This design comes from an exercise in tuning for small area, a short achievable clock period and few clock cycles per item on the open sky130 flow, not from production work.
In this exercise RTL edits were held to simulation tests only and were not proved equivalent to the original.

## flow/design.v (module list and top-level ports; edited modules follow where they fit)
// module ec_scalar_mul: 1096 lines
module ec_scalar_mul (
	input wire clk,
	input wire reset,
	input wire start,
	input wire [7:0] k,
	input wire [15:0] p_x,
	input wire [15:0] p_y,
	input wire p_inf,
	output reg busy,
	output reg done,
	output wire [15:0] r_x,
	output wire [15:0] r_y,
	output wire r_inf
);
  // ...
==> flow/run.sh <==
#!/bin/bash
# synth_recipe.tcl (not shown) runs the flow's synth.tcl, then flattens the netlist and writes it again
# the make line also repeats each setting of config.mk as NAME=value (left out here)
make -C /OpenROAD-flow-scripts/flow DESIGN_CONFIG=/design/flow/config.mk WORK_HOME=/design/flow/orfs CLKGATE_MAP_FILE= SYNTH_SCRIPT=/design/flow/synth_recipe.tcl finish
==> flow/config.mk <==
export PLATFORM = sky130hd
export DESIGN_NAME = ec_scalar_mul
export DESIGN_NICKNAME = ec_scalar_mul
export VERILOG_FILES = /design/flow/design.v
export SDC_FILE = /design/flow/constraint.sdc
export NUM_CORES = 4
export LEC_CHECK = 0
export CAP_MARGIN = 20
export CORE_MARGIN = 2
export CORE_UTILIZATION = 40
export SLEW_MARGIN = 20
==> flow/constraint.sdc <==
create_clock -name core_clock -period 7.0 [get_ports {clk}]
set_input_delay 1.4000 -clock core_clock [delete_from_list [all_inputs] [get_ports {clk}]]
set_output_delay 1.4000 -clock core_clock [all_outputs]
set_load 0.01 [all_outputs]
==> results.toml, run 1 <==
[critical_path]
reg2reg_setup_slack_ns = 0.20
arrival_ns = 7.27
cp-endpoint = "m2f[18]"
worstSetupPathDepth = 24
crit_slowest_cell = "fa_1"
crit_type = "flop to flop"
cpLargestDelayFamily = "adder cells"

[clock_tree]
cts-resized-gates = 1
clock-sinks = 244

[floorplan]
core_um2 = 71700
die-area_um2 = 74900

[synth]
synth_cell_type_count = 116
synth_edf_count = 159
synth_common_cells = "315 x inv_1, 221 x nor2_1, 211 x nand2_1"
yosys.area_share.simple_pct = 13.3

[timing]
fmax_mhz = 147
hold_violations = 0

[finish]
nMultiInputCombCells = 2464
stdcell_area_um2 = 33300
layout_common_cells = "314 x inv_1, 217 x nor2_1, 209 x nand2_1"

[drt]
met2_length_um = 46100
routed_wl_um = 104000

[outcome]
status = "timing/DRC/antenna clean"

[global_routing]
grt_pass1_vias = 25700
Testbench counts, summed over its fixed seeds: cycles 26,246, items 192.
==> run 2, diff against run 1 <==
--- a/flow/design.v
+++ b/flow/design.v
@@ -11,22 +11,23 @@
 	output reg busy,
 	output reg done,
 	output wire [15:0] r_x,
 	output wire [15:0] r_y,
 	output wire r_inf
 );
 	localparam [15:0] PM = 16'd65521;
 	localparam [1:0] ST_IDLE = 2'd0, ST_RUN = 2'd1, ST_LOADP = 2'd2;
-	localparam [1:0] LP_NEXT = 2'd0, LP_DBL = 2'd1, LP_INF = 2'd2;
+	localparam [2:0] LP_NEXT = 3'd0, LP_DBL = 3'd1, LP_INF = 3'd2, LP_NEXTN = 3'd4, LP_DBLN = 3'd5;
 	reg [6:0] upc, nupc;
-	reg [1:0] st, nst, ldk;
-	reg [6:0] kreg;  
-	reg [2:0] cnt;  
-	reg cur_bit;  
+	reg [1:0] st, nst;
+	reg [2:0] ldk;
+	reg [7:0] kpos, kneg;  
+	reg [3:0] cnt;  
+	reg cur_pos, cur_neg;  
 	reg dbl_add;  
 	reg hz, rz;  
 	reg rinf;
 	reg [15:0] X, Y, Z, PX, PY, T1, T2, T3, T4;
 	assign r_x = X;
 	assign r_y = Y;
 	assign r_inf = rinf;
 	reg c_m_en, r_m_en;
@@ -78,62 +79,84 @@
 			7'd20: begin r_m_en = 1'b1; r_m_a = 3'd4; r_m_b = 3'd5; r_m_sh = 1'b0; r_m_d = 4'd6; end  
 			7'd21: begin r_m_en = 1'b1; r_m_a = 3'd1; r_m_b = 3'd5; r_m_sh = 1'b0; r_m_d = 4'd6; end  
 			7'd22: begin r_m_en = 1'b1; r_m_a = 3'd3; r_m_b = 3'd5; r_m_sh = 1'b0; r_m_d = 4'd5; r_a_en = 1'b1; r_a_a = 3'd3; r_a_b = 2'd2; r_a_sub = 1'b1; r_a_dbl = 1'b0; r_a_d = 4'd7; end  
 			7'd23: begin r_m_en = 1'b1; r_m_a = 3'd0; r_m_b = 3'd3; r_m_sh = 1'b0; r_m_d = 4'd3; r_a_en = 1'b1; r_a_a = 3'd3; r_a_b = 2'd2; r_a_sub = 1'b1; r_a_dbl = 1'b1; r_a_d = 4'd1; end  
 			7'd24: begin r_a_en = 1'b1; r_a_a = 3'd2; r_a_b = 2'd0; r_a_sub = 1'b1; r_a_dbl = 1'b0; r_a_d = 4'd6; end  
 			7'd25: begin r_m_en = 1'b1; r_m_a = 3'd2; r_m_b = 3'd5; r_m_sh = 1'b0; r_m_d = 4'd7; end  
 			7'd27: begin r_a_en = 1'b1; r_a_a = 3'd3; r_a_b = 2'd1; r_a_sub = 1'b1; r_a_dbl = 1'b0; r_a_d = 4'd2; end  
 			7'd28: begin r_m_en = 1'b1; r_m_a = 3'd0; r_m_b = 3'd0; r_m_sh = 1'b0; r_m_d = 4'd4; end  
-			7'd30: begin r_m_en = 1'b1; r_m_a = 3'd2; r_m_b = 3'd1; r_m_sh = 1'b0; r_m_d = 4'd4; end  
-			7'd31: begin r_m_en = 1'b1; r_m_a = 3'd0; r_m_b = 3'd1; r_m_sh = 1'b0; r_m_d = 4'd5; end  
-			7'd32: begin r_m_en = 1'b1; r_m_a = 3'd2; r_m_b = 3'd1; r_m_sh = 1'b0; r_m_d = 4'd4; end  
-			7'd33: begin r_m_en = 1'b1; r_m_a = 3'd4; r_m_b = 3'd1; r_m_sh = 1'b0; r_m_d = 4'd5; end  
-			7'd34: begin r_m_en = 1'b1; r_m_a = 3'd2; r_m_b = 3'd1; r_m_sh = 1'b0; r_m_d = 4'd4; end  
-			7'd35: begin r_m_en = 1'b1; r_m_a = 3'd4; r_m_b = 3'd1; r_m_sh = 1'b0; r_m_d = 4'd4; end  
-			7'd36: begin r_m_en = 1'b1; r_m_a = 3'd2; r_m_b = 3'd1; r_m_sh = 1'b0; r_m_d = 4'd5; end  
-			7'd38: begin r_m_en = 1'b1; r_m_a = 3'd4; r_m_b = 3'd3; r_m_sh = 1'b0; r_m_d = 4'd4; end  
-			7'd39: begin r_m_en = 1'b1; r_m_a = 3'd2; r_m_b = 3'd3; r_m_sh = 1'b0; r_m_d = 4'd5; end  
-			7'd40: begin r_m_en = 1'b1; r_m_a = 3'd2; r_m_b = 3'd1; r_m_sh = 1'b0; r_m_d = 4'd4; end  
-			7'd41: begin r_m_en = 1'b1; r_m_a = 3'd4; r_m_b = 3'd1; r_m_sh = 1'b0; r_m_d = 4'd5; end  
-			7'd42: begin r_m_en = 1'b1; r_m_a = 3'd2; r_m_b = 3'd1; r_m_sh = 1'b0; r_m_d = 4'd4; end  
-			7'd43: begin r_m_en = 1'b1; r_m_a = 3'd4; r_m_b = 3'd1; r_m_sh = 1'b0; r_m_d = 4'd5; end  
-			7'd44: begin r_m_en = 1'b1; r_m_a = 3'd2; r_m_b = 3'd1; r_m_sh = 1'b0; r_m_d = 4'd4; end  
-			7'd45: begin r_m_en = 1'b1; r_m_a = 3'd4; r_m_b = 3'd1; r_m_sh = 1'b0; r_m_d = 4'd5; end  
+			7'd30: begin r_m_en = 1'b1; r_m_a = 3'd0; r_m_b = 3'd1; r_m_sh = 1'b0; r_m_d = 4'd4; end  
+			7'd31: begin r_m_en = 1'b1; r_m_a = 3'd5; r_m_b = 3'd1; r_m_sh = 1'b0; r_m_d = 4'd4; end  
+			7'd32: begin r_m_en = 1'b1; r_m_a = 3'd6; r_m_b = 3'd1; r_m_sh = 1'b0; r_m_d = 4'd4; end  
+			7'd33: begin r_a_en = 1'b1; r_a_a = 3'd1; r_a_b = 2'd0; r_a_sub = 1'b1; r_a_dbl = 1'b0; r_a_d = 4'd5; r_f_h = 1'b1; end  
+			7'd34: begin r_m_en = 1'b1; r_m_a = 3'd4; r_m_b = 3'd3; r_m_sh = 1'b0; r_m_d = 4'd6; r_a_en = 1'b1; r_a_a = 3'd1; r_a_b = 2'd3; r_a_sub = 1'b0; r_a_dbl = 1'b0; r_a_d = 4'd4; r_f_r = 1'b1; end  
+			7'd35: begin r_m_en = 1'b1; r_m_a = 3'd2; r_m_b = 3'd1; r_m_sh = 1'b0; r_m_d = 4'd7; end  
+			7'd36: begin r_m_en = 1'b1; r_m_a = 3'd4; r_m_b = 3'd5; r_m_sh = 1'b0; r_m_d = 4'd6; end  
+			7'd37: begin r_m_en = 1'b1; r_m_a = 3'd1; r_m_b = 3'd5; r_m_sh = 1'b0; r_m_d = 4'd6; end  
+			7'd38: begin r_m_en = 1'b1; r_m_a = 3'd3; r_m_b = 3'd5; r_m_sh = 1'b0; r_m_d = 4'd5; r_a_en = 1'b1; r_a_a = 3'd3; r_a_b = 2'd2; r_a_sub = 1'b1; r_a_dbl = 1'b0; r_a_d = 4'd7; end  
+			7'd39: begin r_m_en = 1'b1; r_m_a = 3'd0; r_m_b = 3'd3; r_m_sh = 1'b0; r_m_d = 4'd3; r_a_en = 1'b1; r_a_a = 3'd3; r_a_b = 2'd2; r_a_sub = 1'b1; r_a_dbl = 1'b1; r_a_d = 4'd1; end  
+			7'd40: begin r_a_en = 1'b1; r_a_a = 3'd0; r_a_b = 2'd2; r_a_sub = 1'b1; r_a_dbl = 1'b0; r_a_d = 4'd6; end  
+			7'd41: begin r_m_en = 1'b1; r_m_a = 3'd2; r_m_b = 3'd5; r_m_sh = 1'b0; r_m_d = 4'd7; end  
+			7'd43: begin r_a_en = 1'b1; r_a_a = 3'd3; r_a_b = 2'd1; r_a_sub = 1'b1; r_a_dbl = 1'b0; r_a_d = 4'd2; end  
+			7'd44: begin r_m_en = 1'b1; r_m_a = 3'd0; r_m_b = 3'd0; r_m_sh = 1'b0; r_m_d = 4'd4; end  
 			7'd46: begin r_m_en = 1'b1; r_m_a = 3'd2; r_m_b = 3'd1; r_m_sh = 1'b0; r_m_d = 4'd4; end  
-			7'd47: begin r_m_en = 1'b1; r_m_a = 3'd4; r_m_b = 3'd1; r_m_sh = 1'b0; r_m_d = 4'd5; end  
+			7'd47: begin r_m_en = 1'b1; r_m_a = 3'd0; r_m_b = 3'd1; r_m_sh = 1'b0; r_m_d = 4'd5; end  
 			7'd48: begin r_m_en = 1'b1; r_m_a = 3'd2; r_m_b = 3'd1; r_m_sh = 1'b0; r_m_d = 4'd4; end  
 			7'd49: begin r_m_en = 1'b1; r_m_a = 3'd4; r_m_b = 3'd1; r_m_sh = 1'b0; r_m_d = 4'd5; end  
 			7'd50: begin r_m_en = 1'b1; r_m_a = 3'd2; r_m_b = 3'd1; r_m_sh = 1'b0; r_m_d = 4'd4; end  
-			7'd51: begin r_m_en = 1'b1; r_m_a = 3'd4; r_m_b = 3'd1; r_m_sh = 1'b0; r_m_d = 4'd5; end  
-			7'd52: begin r_m_en = 1'b1; r_m_a = 3'd2; r_m_b = 3'd1; r_m_sh = 1'b0; r_m_d = 4'd4; end  
-			7'd53: begin r_m_en = 1'b1; r_m_a = 3'd4; r_m_b = 3'd1; r_m_sh = 1'b0; r_m_d = 4'd5; end  
-			7'd54: begin r_m_en = 1'b1; r_m_a = 3'd2; r_m_b = 3'd1; r_m_sh = 1'b0; r_m_d = 4'd4; end  
-			7'd55: begin r_m_en = 1'b1; r_m_a = 3'd4; r_m_b = 3'd1; r_m_sh = 1'b0; r_m_d = 4'd5; end  
+			7'd51: begin r_m_en = 1'b1; r_m_a = 3'd4; r_m_b = 3'd1; r_m_sh = 1'b0; r_m_d = 4'd4; end  
+			7'd52: begin r_m_en = 1'b1; r_m_a = 3'd2; r_m_b = 3'd1; r_m_sh = 1'b0; r_m_d = 4'd5; end  
+			7'd54: begin r_m_en = 1'b1; r_m_a = 3'd4; r_m_b = 3'd3; r_m_sh = 1'b0; r_m_d = 4'd4; end  
+			7'd55: begin r_m_en = 1'b1; r_m_a = 3'd2; r_m_b = 3'd3; r_m_sh = 1'b0; r_m_d = 4'd5; end  
 			7'd56: begin r_m_en = 1'b1; r_m_a = 3'd2; r_m_b = 3'd1; r_m_sh = 1'b0; r_m_d = 4'd4; end  
 			7'd57: begin r_m_en = 1'b1; r_m_a = 3'd4; r_m_b = 3'd1; r_m_sh = 1'b0; r_m_d = 4'd5; end  
-			7'd59: begin r_m_en = 1'b1; r_m_a = 3'd4; r_m_b = 3'd1; r_m_sh = 1'b0; r_m_d = 4'd4; end  
-			7'd61: begin r_m_en = 1'b1; r_m_a = 3'd2; r_m_b = 3'd1; r_m_sh = 1'b0; r_m_d = 4'd5; end  
-			7'd63: begin r_m_en = 1'b1; r_m_a = 3'd4; r_m_b = 3'd1; r_m_sh = 1'b0; r_m_d = 4'd4; end  
-			7'd64: begin r_m_en = 1'b1; r_m_a = 3'd1; r_m_b = 3'd3; r_m_sh = 1'b0; r_m_d = 4'd1; end  
-			7'd65: begin r_m_en = 1'b1; r_m_a = 3'd3; r_m_b = 3'd1; r_m_sh = 1'b0; r_m_d = 4'd2; end  
-			7'd67: begin r_m_en = 1'b1; r_m_a = 3'd0; r_m_b = 3'd0; r_m_sh = 1'b0; r_m_d = 4'd4; r_a_en = 1'b1; r_a_a = 3'd0; r_a_b = 2'd0; r_a_sub = 1'b0; r_a_dbl = 1'b1; r_a_d = 4'd4; end  
-			7'd68: begin r_m_en = 1'b1; r_m_a = 3'd1; r_m_b = 3'd1; r_m_sh = 1'b0; r_m_d = 4'd4; r_a_en = 1'b1; r_a_a = 3'd3; r_a_b = 2'd3; r_a_sub = 1'b1; r_a_dbl = 1'b0; r_a_d = 4'd2; end  
-			7'd69: begin r_m_en = 1'b1; r_m_a = 3'd0; r_m_b = 3'd0; r_m_sh = 1'b0; r_m_d = 4'd4; r_a_en = 1'b1; r_a_a = 3'd3; r_a_b = 2'd1; r_a_sub = 1'b1; r_a_dbl = 1'b0; r_a_d = 4'd7; end  
-			7'd70: begin r_m_en = 1'b1; r_m_a = 3'd2; r_m_b = 3'd4; r_m_sh = 1'b0; r_m_d = 4'd7; r_a_en = 1'b1; r_a_a = 3'd4; r_a_b = 2'd2; r_a_sub = 1'b1; r_a_dbl = 1'b1; r_a_d = 4'd1; end  
-			7'd71: begin r_m_en = 1'b1; r_m_a = 3'd0; r_m_b = 3'd1; r_m_sh = 1'b0; r_m_d = 4'd4; end  
-			7'd72: begin r_m_en = 1'b1; r_m_a = 3'd5; r_m_b = 3'd1; r_m_sh = 1'b0; r_m_d = 4'd4; r_a_en = 1'b1; r_a_a = 3'd3; r_a_b = 2'd3; r_a_sub = 1'b1; r_a_dbl = 1'b0; r_a_d = 4'd2; end  
-			7'd73: begin r_m_en = 1'b1; r_m_a = 3'd0; r_m_b = 3'd0; r_m_sh = 1'b0; r_m_d = 4'd4; r_a_en = 1'b1; r_a_a = 3'd3; r_a_b = 2'd1; r_a_sub = 1'b1; r_a_dbl = 1'b0; r_a_d = 4'd7; end  
-			7'd74: begin r_m_en = 1'b1; r_m_a = 3'd2; r_m_b = 3'd4; r_m_sh = 1'b0; r_m_d = 4'd7; r_a_en = 1'b1; r_a_a = 3'd4; r_a_b = 2'd2; r_a_sub = 1'b1; r_a_dbl = 1'b1; r_a_d = 4'd1; end  
-			7'd75: begin r_m_en = 1'b1; r_m_a = 3'd2; r_m_b = 3'd1; r_m_sh = 1'b0; r_m_d = 4'd4; end  
-			7'd76: begin r_m_en = 1'b1; r_m_a = 3'd0; r_m_b = 3'd1; r_m_sh = 1'b0; r_m_d = 4'd5; r_a_en = 1'b1; r_a_a = 3'd3; r_a_b = 2'd3; r_a_sub = 1'b1; r_a_dbl = 1'b0; r_a_d = 4'd2; end  
-			7'd77: begin r_m_en = 1'b1; r_m_a = 3'd0; r_m_b = 3'd0; r_m_sh = 1'b0; r_m_d = 4'd4; r_a_en = 1'b1; r_a_a = 3'd0; r_a_b = 2'd0; r_a_sub = 1'b0; r_a_dbl = 1'b1; r_a_d = 4'd4; end  
-			7'd78: begin r_m_en = 1'b1; r_m_a = 3'd1; r_m_b = 3'd1; r_m_sh = 1'b0; r_m_d = 4'd4; r_a_en = 1'b1; r_a_a = 3'd3; r_a_b = 2'd1; r_a_sub = 1'b1; r_a_dbl = 1'b0; r_a_d = 4'd2; end  
-			7'd79: begin r_m_en = 1'b1; r_m_a = 3'd0; r_m_b = 3'd0; r_m_sh = 1'b0; r_m_d = 4'd4; end  
-			7'd80: begin r_a_en = 1'b1; r_a_a = 3'd3; r_a_b = 2'd1; r_a_sub = 1'b1; r_a_dbl = 1'b0; r_a_d = 4'd2; end  
+			7'd58: begin r_m_en = 1'b1; r_m_a = 3'd2; r_m_b = 3'd1; r_m_sh = 1'b0; r_m_d = 4'd4; end  
+			7'd59: begin r_m_en = 1'b1; r_m_a = 3'd4; r_m_b = 3'd1; r_m_sh = 1'b0; r_m_d = 4'd5; end  
+			7'd60: begin r_m_en = 1'b1; r_m_a = 3'd2; r_m_b = 3'd1; r_m_sh = 1'b0; r_m_d = 4'd4; end  
+			7'd61: begin r_m_en = 1'b1; r_m_a = 3'd4; r_m_b = 3'd1; r_m_sh = 1'b0; r_m_d = 4'd5; end  
+			7'd62: begin r_m_en = 1'b1; r_m_a = 3'd2; r_m_b = 3'd1; r_m_sh = 1'b0; r_m_d = 4'd4; end  
+			7'd63: begin r_m_en = 1'b1; r_m_a = 3'd4; r_m_b = 3'd1; r_m_sh = 1'b0; r_m_d = 4'd5; end  
+			7'd64: begin r_m_en = 1'b1; r_m_a = 3'd2; r_m_b = 3'd1; r_m_sh = 1'b0; r_m_d = 4'd4; end  
+			7'd65: begin r_m_en = 1'b1; r_m_a = 3'd4; r_m_b = 3'd1; r_m_sh = 1'b0; r_m_d = 4'd5; end  
+			7'd66: begin r_m_en = 1'b1; r_m_a = 3'd2; r_m_b = 3'd1; r_m_sh = 1'b0; r_m_d = 4'd4; end  
+			7'd67: begin r_m_en = 1'b1; r_m_a = 3'd4; r_m_b = 3'd1; r_m_sh = 1'b0; r_m_d = 4'd5; end  
+			7'd68: begin r_m_en = 1'b1; r_m_a = 3'd2; r_m_b = 3'd1; r_m_sh = 1'b0; r_m_d = 4'd4; end  
+			7'd69: begin r_m_en = 1'b1; r_m_a = 3'd4; r_m_b = 3'd1; r_m_sh = 1'b0; r_m_d = 4'd5; end  
+			7'd70: begin r_m_en = 1'b1; r_m_a = 3'd2; r_m_b = 3'd1; r_m_sh = 1'b0; r_m_d = 4'd4; end  
+			7'd71: begin r_m_en = 1'b1; r_m_a = 3'd4; r_m_b = 3'd1; r_m_sh = 1'b0; r_m_d = 4'd5; end  
+			7'd72: begin r_m_en = 1'b1; r_m_a = 3'd2; r_m_b = 3'd1; r_m_sh = 1'b0; r_m_d = 4'd4; end  
+			7'd73: begin r_m_en = 1'b1; r_m_a = 3'd4; r_m_b = 3'd1; r_m_sh = 1'b0; r_m_d = 4'd5; end  
+			7'd75: begin r_m_en = 1'b1; r_m_a = 3'd4; r_m_b = 3'd1; r_m_sh = 1'b0; r_m_d = 4'd4; end  
+			7'd77: begin r_m_en = 1'b1; r_m_a = 3'd2; r_m_b = 3'd1; r_m_sh = 1'b0; r_m_d = 4'd5; end  
+			7'd79: begin r_m_en = 1'b1; r_m_a = 3'd4; r_m_b = 3'd1; r_m_sh = 1'b0; r_m_d = 4'd4; end  
+			7'd80: begin r_m_en = 1'b1; r_m_a = 3'd1; r_m_b = 3'd3; r_m_sh = 1'b0; r_m_d = 4'd1; end  
+			7'd81: begin r_m_en = 1'b1; r_m_a = 3'd3; r_m_b = 3'd1; r_m_sh = 1'b0; r_m_d = 4'd2; end  
+			7'd83: begin r_m_en = 1'b1; r_m_a = 3'd0; r_m_b = 3'd0; r_m_sh = 1'b0; r_m_d = 4'd4; r_a_en = 1'b1; r_a_a = 3'd0; r_a_b = 2'd0; r_a_sub = 1'b0; r_a_dbl = 1'b1; r_a_d = 4'd4; end  
+			7'd84: begin r_m_en = 1'b1; r_m_a = 3'd1; r_m_b = 3'd1; r_m_sh = 1'b0; r_m_d = 4'd4; r_a_en = 1'b1; r_a_a = 3'd3; r_a_b = 2'd3; r_a_sub = 1'b1; r_a_dbl = 1'b0; r_a_d = 4'd2; end  
+			7'd85: begin r_m_en = 1'b1; r_m_a = 3'd0; r_m_b = 3'd0; r_m_sh = 1'b0; r_m_d = 4'd4; r_a_en = 1'b1; r_a_a = 3'd3; r_a_b = 2'd1; r_a_sub = 1'b1; r_a_dbl = 1'b0; r_a_d = 4'd7; end  
+			7'd86: begin r_m_en = 1'b1; r_m_a = 3'd2; r_m_b = 3'd4; r_m_sh = 1'b0; r_m_d = 4'd7; r_a_en = 1'b1; r_a_a = 3'd4; r_a_b = 2'd2; r_a_sub = 1'b1; r_a_dbl = 1'b1; r_a_d = 4'd1; end  
+			7'd87: begin r_m_en = 1'b1; r_m_a = 3'd0; r_m_b = 3'd1; r_m_sh = 1'b0; r_m_d = 4'd4; end  
+			7'd88: begin r_m_en = 1'b1; r_m_a = 3'd5; r_m_b = 3'd1; r_m_sh = 1'b0; r_m_d = 4'd4; r_a_en = 1'b1; r_a_a = 3'd3; r_a_b = 2'd3; r_a_sub = 1'b1; r_a_dbl = 1'b0; r_a_d = 4'd2; end  
+			7'd89: begin r_m_en = 1'b1; r_m_a = 3'd0; r_m_b = 3'd0; r_m_sh = 1'b0; r_m_d = 4'd4; r_a_en = 1'b1; r_a_a = 3'd3; r_a_b = 2'd1; r_a_sub = 1'b1; r_a_dbl = 1'b0; r_a_d = 4'd7; end  
+			7'd90: begin r_m_en = 1'b1; r_m_a = 3'd2; r_m_b = 3'd4; r_m_sh = 1'b0; r_m_d = 4'd7; r_a_en = 1'b1; r_a_a = 3'd4; r_a_b = 2'd2; r_a_sub = 1'b1; r_a_dbl = 1'b1; r_a_d = 4'd1; end  
+			7'd91: begin r_m_en = 1'b1; r_m_a = 3'd0; r_m_b = 3'd1; r_m_sh = 1'b0; r_m_d = 4'd4; end  
+			7'd92: begin r_m_en = 1'b1; r_m_a = 3'd5; r_m_b = 3'd1; r_m_sh = 1'b0; r_m_d = 4'd4; r_a_en = 1'b1; r_a_a = 3'd3; r_a_b = 2'd3; r_a_sub = 1'b1; r_a_dbl = 1'b0; r_a_d = 4'd2; end  
+			7'd93: begin r_m_en = 1'b1; r_m_a = 3'd0; r_m_b = 3'd0; r_m_sh = 1'b0; r_m_d = 4'd4; r_a_en = 1'b1; r_a_a = 3'd3; r_a_b = 2'd1; r_a_sub = 1'b1; r_a_dbl = 1'b0; r_a_d = 4'd7; end  
+			7'd94: begin r_m_en = 1'b1; r_m_a = 3'd2; r_m_b = 3'd4; r_m_sh = 1'b0; r_m_d = 4'd7; r_a_en = 1'b1; r_a_a = 3'd4; r_a_b = 2'd2; r_a_sub = 1'b1; r_a_dbl = 1'b1; r_a_d = 4'd1; end  
+			7'd95: begin r_m_en = 1'b1; r_m_a = 3'd2; r_m_b = 3'd1; r_m_sh = 1'b0; r_m_d = 4'd4; end  
+			7'd96: begin r_m_en = 1'b1; r_m_a = 3'd0; r_m_b = 3'd1; r_m_sh = 1'b0; r_m_d = 4'd5; r_a_en = 1'b1; r_a_a = 3'd3; r_a_b = 2'd3; r_a_sub = 1'b1; r_a_dbl = 1'b0; r_a_d = 4'd2; end  
+			7'd97: begin r_m_en = 1'b1; r_m_a = 3'd0; r_m_b = 3'd0; r_m_sh = 1'b0; r_m_d = 4'd4; r_a_en = 1'b1; r_a_a = 3'd0; r_a_b = 2'd0; r_a_sub = 1'b0; r_a_dbl = 1'b1; r_a_d = 4'd4; end  
+			7'd98: begin r_m_en = 1'b1; r_m_a = 3'd1; r_m_b = 3'd1; r_m_sh = 1'b0; r_m_d = 4'd4; r_a_en = 1'b1; r_a_a = 3'd3; r_a_b = 2'd1; r_a_sub = 1'b1; r_a_dbl = 1'b0; r_a_d = 4'd2; end  
+			7'd99: begin r_m_en = 1'b1; r_m_a = 3'd0; r_m_b = 3'd0; r_m_sh = 1'b0; r_m_d = 4'd4; end  
+			7'd100: begin r_a_en = 1'b1; r_a_a = 3'd3; r_a_b = 2'd1; r_a_sub = 1'b1; r_a_dbl = 1'b0; r_a_d = 4'd2; end  
+			7'd101: begin r_m_en = 1'b1; r_m_a = 3'd0; r_m_b = 3'd0; r_m_sh = 1'b0; r_m_d = 4'd4; r_a_en = 1'b1; r_a_a = 3'd0; r_a_b = 2'd0; r_a_sub = 1'b0; r_a_dbl = 1'b1; r_a_d = 4'd4; end  
+			7'd102: begin r_m_en = 1'b1; r_m_a = 3'd1; r_m_b = 3'd1; r_m_sh = 1'b0; r_m_d = 4'd4; r_a_en = 1'b1; r_a_a = 3'd3; r_a_b = 2'd1; r_a_sub = 1'b1; r_a_dbl = 1'b0; r_a_d = 4'd2; end  
+			7'd103: begin r_m_en = 1'b1; r_m_a = 3'd0; r_m_b = 3'd0; r_m_sh = 1'b0; r_m_d = 4'd4; end  
+			7'd104: begin r_a_en = 1'b1; r_a_a = 3'd3; r_a_b = 2'd1; r_a_sub = 1'b1; r_a_dbl = 1'b0; r_a_d = 4'd2; end  
 			default: ;
 		endcase
 	end
 	always @(posedge clk or posedge reset) begin
 		if (reset) begin
 			c_m_en <= 1'd0;
 			c_m_a <= 3'd0;
 			c_m_b <= 3'd0;
@@ -945,17 +968,17 @@
 			else if (!as1[18]) ares = as1[15:0];
 			else ares = as2[15:0];
 		end else begin
 			if (!as2[18]) ares = as2[15:0];
 			else if (!as1[18]) ares = as1[15:0];
 			else ares = as0[15:0];
 		end
 	end
-	wire azero = (ada == adb);  
+	wire azero = c_a_sub ? (ada == adb) : (as0 == 19'd0 || as1 == 19'd0);
 	wire run = (st == ST_RUN);
 	wire ldp = (st == ST_LOADP);
 	wire [3:0] awr = c_a_en ? c_a_d : 4'd0;
 	wire [3:0] mwr = run ? m2d : 4'd0;
 	always @(posedge clk) begin
 		if (mwr == 4'd1) X <= mres;
 		else if (awr == 4'd1) X <= ares;
 		else if (ldp && ldk != LP_INF) X <= PX;
@@ -963,17 +986,17 @@
 	always @(posedge clk) begin
 		if (mwr == 4'd2) Y <= mres;
 		else if (awr == 4'd2) Y <= ares;
 		else if (ldp && ldk != LP_INF) Y <= PY;
 	end
 	always @(posedge clk) begin
 		if (mwr == 4'd3) Z <= mres;
 		else if (awr == 4'd3) Z <= ares;
-		else if (ldp) Z <= (ldk == LP_INF) ? 16'd0 : 16'd1;
+		else if (ldp) Z <= (ldk == LP_INF) ? 16'd0 : (ldk[2] ? 16'd65520 : 16'd1);  
 	end
 	always @(posedge clk) begin
 		if (mwr == 4'd4) T1 <= mres;
 		else if (awr == 4'd4) T1 <= ares;
 	end
 	always @(posedge clk) begin
 		if (mwr == 4'd5) T2 <= mres;
 		else if (awr == 4'd5) T2 <= ares;
@@ -987,71 +1010,89 @@
 		else if (awr == 4'd7) T4 <= ares;
 	end
 	always @(posedge clk) begin
 		if (st == ST_IDLE && start) begin
 			PX <= p_x;
 			PY <= p_y;
 		end
 	end
-	reg [6:0] k_rest;
-	reg [2:0] k_cnt;
+	wire [9:0] k3 = {2'b0, k} + {1'b0, k, 1'b0};
+	wire [8:0] np = k3[9:1] & ~{2'b0, k[7:1]};
+	wire [8:0] nn = ~k3[9:1] & {2'b0, k[7:1]};
+	wire [8:0] nz = np | nn;
+	reg [7:0] k_pos, k_neg;
+	reg [3:0] k_cnt;
 	always @(*) begin
-		casez (k)
-			8'b1???????: begin k_rest = k[6:0]; k_cnt = 3'd7; end
-			8'b01??????: begin k_rest = {k[5:0], 1'b0}; k_cnt = 3'd6; end
-			8'b001?????: begin k_rest = {k[4:0], 2'b0}; k_cnt = 3'd5; end
-			8'b0001????: begin k_rest = {k[3:0], 3'b0}; k_cnt = 3'd4; end
-			8'b00001???: begin k_rest = {k[2:0], 4'b0}; k_cnt = 3'd3; end
-			8'b000001??: begin k_rest = {k[1:0], 5'b0}; k_cnt = 3'd2; end
-			8'b0000001?: begin k_rest = {k[0], 6'b0}; k_cnt = 3'd1; end
-			default: begin k_rest = 7'd0; k_cnt = 3'd0; end
+		k_pos = 8'd0; k_neg = 8'd0; k_cnt = 4'd0;
+		casez (nz)
+			9'b1????????: begin k_pos = np[7:0]; k_neg = nn[7:0]; k_cnt = 4'd8; end
+			9'b01???????: begin k_pos = {np[6:0], 1'd0}; k_neg = {nn[6:0], 1'd0}; k_cnt = 4'd7; end
+			9'b001??????: begin k_pos = {np[5:0], 2'd0}; k_neg = {nn[5:0], 2'd0}; k_cnt = 4'd6; end
+			9'b0001?????: begin k_pos = {np[4:0], 3'd0}; k_neg = {nn[4:0], 3'd0}; k_cnt = 4'd5; end
+			9'b00001????: begin k_pos = {np[3:0], 4'd0}; k_neg = {nn[3:0], 4'd0}; k_cnt = 4'd4; end
+			9'b000001???: begin k_pos = {np[2:0], 5'd0}; k_neg = {nn[2:0], 5'd0}; k_cnt = 4'd3; end
+			9'b0000001??: begin k_pos = {np[1:0], 6'd0}; k_neg = {nn[1:0], 6'd0}; k_cnt = 4'd2; end
+			9'b00000001?: begin k_pos = {np[0:0], 7'd0}; k_neg = {nn[0:0], 7'd0}; k_cnt = 4'd1; end
+			9'b000000001: begin k_cnt = 4'd0; end
+			default: ;
 		endcase
 	end
 	wire zz = (Z == 16'd0);
-	wire more = (cnt != 3'd0);
-	wire [1:0] succ_d = (cur_bit && !dbl_add) ? 2'd1 : (more ? 2'd0 : 2'd2);
+	wire more = (cnt != 4'd0);
+	wire [1:0] succ_d = (cur_pos && !dbl_add) ? 2'd1 : ((cur_neg && !dbl_add) ? 2'd3 : (more ? 2'd0 : 2'd2));
 	wire [1:0] succ_a = more ? 2'd0 : 2'd2;
 	reg consume, fin_done, exc;
-	reg [1:0] exc_k;
+	reg [2:0] exc_k;
 	always @(*) begin
 		nupc = upc + 1'b1;
 		nst = st;
 		consume = 1'b0;
 		fin_done = 1'b0;
 		exc = 1'b0;
 		exc_k = LP_NEXT;
 		case (st)
 			ST_IDLE: begin
 				nupc = upc;
 				if (start && !p_inf && k != 8'd0) nst = ST_LOADP;
 			end
 			ST_LOADP: begin
 				nst = ST_RUN;
-				if (ldk == LP_DBL) nupc = 7'd0;
+				if (ldk == LP_DBL || ldk == LP_DBLN) nupc = 7'd0;
 				else if (more) begin nupc = 7'd0; consume = 1'b1; end
-				else nupc = 7'd28;
+				else nupc = 7'd44;
 			end
 			default: begin
-				if (upc == 7'd9 && succ_d == 2'd0) begin nupc = 7'd67; consume = 1'b1; end
-				else if (upc == 7'd7 && succ_d == 2'd1) begin nupc = 7'd69; end
-				else if (upc == 7'd7 && succ_d == 2'd2) begin nupc = 7'd73; end
-				else if (upc == 7'd25 && succ_a == 2'd0) begin nupc = 7'd77; consume = 1'b1; end
-				else if (upc == 7'd25 && succ_a == 2'd2) begin nupc = 7'd79; end
-				else if (upc == 7'd68) nupc = 7'd2;
-				else if (upc == 7'd72) nupc = 7'd16;
-				else if (upc == 7'd76) nupc = 7'd32;
-				else if (upc == 7'd78) nupc = 7'd2;
-				else if (upc == 7'd80) nupc = 7'd30;
+				if (upc == 7'd9 && succ_d == 2'd0) begin nupc = 7'd83; consume = 1'b1; end
+				else if (upc == 7'd7 && succ_d == 2'd1) begin nupc = 7'd85; end
+				else if (upc == 7'd7 && succ_d == 2'd3) begin nupc = 7'd89; end
+				else if (upc == 7'd7 && succ_d == 2'd2) begin nupc = 7'd93; end
+				else if (upc == 7'd25 && succ_a == 2'd0) begin nupc = 7'd97; consume = 1'b1; end
+				else if (upc == 7'd25 && succ_a == 2'd2) begin nupc = 7'd99; end
+				else if (upc == 7'd41 && succ_a == 2'd0) begin nupc = 7'd101; consume = 1'b1; end
+				else if (upc == 7'd41 && succ_a == 2'd2) begin nupc = 7'd103; end
+				else if (upc == 7'd84) nupc = 7'd2;
+				else if (upc == 7'd88) nupc = 7'd16;
+				else if (upc == 7'd92) nupc = 7'd32;
+				else if (upc == 7'd96) nupc = 7'd48;
+				else if (upc == 7'd98) nupc = 7'd2;
+				else if (upc == 7'd100) nupc = 7'd46;
+				else if (upc == 7'd102) nupc = 7'd2;
+				else if (upc == 7'd104) nupc = 7'd46;
 				else if (upc == 7'd19 && (zz || hz)) begin
 					exc = 1'b1;
 					nst = ST_LOADP;
 					exc_k = zz ? LP_NEXT : (rz ? LP_DBL : LP_INF);
 				end
-				else if (upc == 7'd66) begin
+				else if (upc == 7'd35 && (zz || hz)) begin
+					exc = 1'b1;
+					nst = ST_LOADP;
+					exc_k = zz ? LP_NEXTN : (rz ? LP_DBLN : LP_INF);
+				end
+				else if (upc == 7'd82) begin
 					fin_done = 1'b1;
 					nst = ST_IDLE;
 				end
 			end
 		endcase
 	end
 	always @(posedge clk or posedge reset) begin
 		if (reset) begin
@@ -1073,27 +1114,30 @@
 			end
 		end
 	end
 	always @(posedge clk) begin
 		upc <= nupc;
 		if (c_f_h) hz <= azero;
 		if (c_f_r) rz <= azero;
 		if (st == ST_IDLE && start) begin
-			kreg <= k_rest;
+			kpos <= k_pos;
+			kneg <= k_neg;
 			cnt <= k_cnt;
 			ldk <= LP_NEXT;
 			rinf <= 1'b1;
 		end
 		if (exc)
 			ldk <= exc_k;
 		if (consume) begin
-			cur_bit <= kreg[6];
-			kreg <= {kreg[5:0], 1'b0};
-			cnt <= cnt - 3'd1;
+			cur_pos <= kpos[7];
+			cur_neg <= kneg[7];
+			kpos <= {kpos[6:0], 1'b0};
+			kneg <= {kneg[6:0], 1'b0};
+			cnt <= cnt - 4'd1;
 			dbl_add <= 1'b0;
-		end else if (st == ST_LOADP && ldk == LP_DBL)
+		end else if (st == ST_LOADP && (ldk == LP_DBL || ldk == LP_DBLN))
 			dbl_add <= 1'b1;
 		if (fin_done)
 			rinf <= zz;
 	end
 endmodule
 `default_nettype wire
==> flow/config.mk (replaced) <==
export PLATFORM = sky130hd
export DESIGN_NAME = ec_scalar_mul
export DESIGN_NICKNAME = ec_scalar_mul
export VERILOG_FILES = /design/flow/design.v
export SDC_FILE = /design/flow/constraint.sdc
export NUM_CORES = 4
export LEC_CHECK = 0
export CAP_MARGIN = 20
export CORE_MARGIN = 2
export CORE_UTILIZATION = 40
export SETUP_SLACK_MARGIN = 0.1
export SLEW_MARGIN = 20
==> results.toml, run 2 <==
[clock_tree]
cts_max_level = 1
cts_buffers = 29
cts_root_buffer = "clkbuf_16"
cts_tree = "yes"
clock-sinks = 256
clk_pin_slew_ns = 0.07
clockBufferDepth = 3
cts_hold_buf = 0
clock_latency_ns = 0.60

[drt]
routedWlPerCell_um = 23.9
viasPerCell = 6.05
postRouteAntennaNets = 0
wl_met1_um = 47800
vias = 27700
drt_pass1_iterations = 6
drt-initial-drc-count = 3280
drc = 0
topRoutingLayerUsed = "met5"
routed_wl_um = 109000
wl_met3_um = 11600
met2_length_um = 46400

[floorplan]
start_util_pct = 40.3
rows = 101
ioPinCount = 79
core_um2 = 75700
die-area_um2 = 78500
die_h_um = 280
dieWidth_um = 280

[synth]
syn_area_um2 = 30500
yosys_warnings = 1
muxShareOfSynthArea_pct = 9.38
synth_compound_area_share_pct = 20.8
yosysTopAreaCellShare_pct = 16.7
async_flop_share_pct = 12.1
synthXorXnorAreaFrac_pct = 7.51
ys_ff_latch = 256
synth_area_leader_cell = "edfxtp_1"
synth_area_leaders = "edfxtp_1 17%, fa_1 13%, ha_1 6.8%, xnor2_1 5.2%, inv_1 4.1%"
synth.avg_cell_area_um2 = 8.90
synth_common_cells = "333 x inv_1, 251 x nand2_1, 237 x nor2_1"
yosysSeqAreaShare_pct = 22.9
synth_cells = 3424
synth_edf_count = 170
synthFlopType = "edfxtp_1"
synth_adder_area_share_pct = 19.3
synth_cell_type_count = 113
synth.most_common_cell = "inv_1"
yosys.area_share.simple_pct = 13.1
synth_nets = 3824
synth_top_family_by_area = "compound AO/OA/AOI/OAI gates"

[global_routing]
grt_antenna_before_repair = 7
grt_pass1_wl_um = 166000
grt_usage_pct = 27.4
grt_max_degree = 44
grt_pass1_vias = 26300
grt.overflow.total = 0

[timing]
period_share_pct = 96.1
fin_crit_ns = 6.73
rsz0062_at_grt = "yes"
tightestPinTransition_ns = 1.10
final_max_slew_viol_count = 0
setup_violations = 0
timing.final.ws_setup_ns = 0.271
relSlewSlack_pct = 25.6
fmax_mhz = 149
hold_violations = 0
clock_skew_ns = 0.0283

[placed_design]
port_buffers = 78
dp_hpwl_um = 85800
gp_congestion = 1.04
dpl_worst_slack_ns = -0.0441
dp_cells = 4489

[finish]
post-route-util_pct = 46.5
largest_reg_flops = 44
final_cells = 4567
layout_common_cells = "332 x inv_1, 249 x nand2_1, 232 x nor2_1"
areaGrowthSynthToFinish_pct = 15.5
nFillCells = 7286
final_common_cell = "inv_1"
finalNetCount = 3965
drive_gt1_share_pct = 15.5
regMostFlops = "m2f"

[critical_path]
slowest_delay_ns = 0.55
crit_type = "flop to flop"
cpLargestDelayFamily = "adder cells"
worstSetupPathDepth = 24
path_cells = "buf_6 -> buf_4 -> buf_4 -> mux2i_1 -> o21ai_1 -> o21ai_0 -> a21oi_1 -> buf_4 -> buf_4 -> ha_4 -> or2_2 -> xnor2_1 -> fa_1 -> inv_1 -> fa_1 -> fa_1 -> inv_1 -> fa_1 -> mux2i_1 -> inv_1 -> fa_1 -> inv_1 -> fa_1 -> fa_1"
crit_required_ns = 7.45
arrival_ns = 7.18
critPathLaunchType = "flop"
crit_buf_inv = 9
crit_fanout = 6
crit_top_cell = "fa_1"
worstSetupEndpointType = "flop"
crit_slowest_cell = "fa_1"
worstRegToRegCells = 24

[outcome]
status = "timing/DRC/antenna clean"

[worst_hold_path]
whs_path_depth = 0
hold_path_class = "flop to flop"

[run]
cap_viol_max_count = 0
## run 2: path summary, 6_finish.rpt
check,to,slack [ns],from
setup / recovery,m2f[14],0.27,c_m_b[0]
hold reg to reg,cur_pos,0.42,kpos[7]
min in group asynchronous,c_m_a[2],1.21,reset
max in group asynchronous,c_m_sh,5.43,reset
hold / removal,cur_pos,0.42,kpos[7]
setup reg to reg,m2f[14],0.27,c_m_b[0]
## run 2: cell type report
| class | instances | area (um2) | area share, % |
|---|---|---|---|
| repair buffers | 320 | 2800 | 7.96 |
| flip-flops and latches | 256 | 6990 | 19.9 |
| well taps | 978 | 1220 | 3.48 |
| clock inverters | 19 | 193 | 0.547 |
| multi-input cells | 2617 | 21900 | 62.1 |
| inverters | 341 | 1280 | 3.65 |
| diodes | 1 | 2.50 | 0.00711 |
| clock buffers | 35 | 853 | 2.42 |
## run 2: layer usage
| layer | up-vias | global-route usage, % |
|---|---|---|
| met5 | - | 0 |
| met2 | 1479 | 41.0 |
| met3 | 180 | 5.67 |
| li1 | 12500 | - |
| met1 | 13500 | 40.3 |
| met4 | 12 | 6.83 |
## run 2: cells by family after synthesis
logic type,after synthesis
AOI/OAI and AO/OA,943
and+or+nand+nor,839
buffers and inverters,551
adders and majority gates,356
DFF,256
xor gates and xnor gates,251
muxes,228
## run 2: per-stage QoR
stage / hold slack, ns / cell area (um2) / TNS (ns)
2_1_floorplan: 0.345 / 30500 / 0
3_3_place_gp: 0.402 / 33600 / -0.0138
3_5_place_dp: 0.405 / 33600 / -0.0680
4_1_cts: 0.421 / 34700 / 0
5_1_grt: 0.429 / 35200 / 0
6_report: 0.420 / 35200 / 0
## run 2: worst register-to-register path, delay by kind of cell, from the launching register on
kind / cells / cell delay (ns)
AOI/OAI and AO/OA: 3 / 0.26
buffers and inverters: 9 / 1.07
and+or+nand+nor: 1 / 0.39
xor gates and xnor gates: 1 / 0.18
adders and majority gates: 8 / 3.81
muxes: 2 / 0.40
DFF: 1 / 0.47
## run 2: repair_timing
| action | 4_1_cts | 5_1_grt |
|---|---|---|
| endpoints found under the hold margin | 0 | 0 |
| resized for setup | 11 | 88 |
| setup endpoints to repair | 31 | 110 |
| buffers inserted | 4 | 19 |
| pin swaps | 1 | 27 |
Testbench counts of run 2, summed over its fixed seeds: cycles 25,300, items 192.

re-timing with driven ports:
Ports are ideal in the flow. The routed layouts listed here were re-timed in OpenROAD.
Step 1 (the two cells are an assumption about what drives the block):
set clk [get_ports {clk}]
set_driving_cell -lib_cell sky130_fd_sc_hd__clkbuf_16 $clk
set_driving_cell -lib_cell sky130_fd_sc_hd__buf_2 [delete_from_list [all_inputs] $clk]
Step 2, shift: input delay + t, output delay - t, t = (earliest + latest rising clock arrival at the registers) / 2. This alone moves slack from input paths to output paths.
Slacks: ideal ports / drivers / drivers and shift; pairs: ideal ports / drivers.
run	shift t [ns]	slack for setup (ns)	worst hold slack (ns)	worst setup path at the end	worst register clock-pin slew, ns
run 1	0.654	0.199 / 0.199 / 0.199	0.436 / 0.436 / 0.436	register to register	0.07 / 0.07
run 2	0.658	0.271 / 0.271 / 0.271	0.420 / 0.420 / 0.420	register to register	0.07 / 0.07
After both steps every run listed still meets setup and hold.
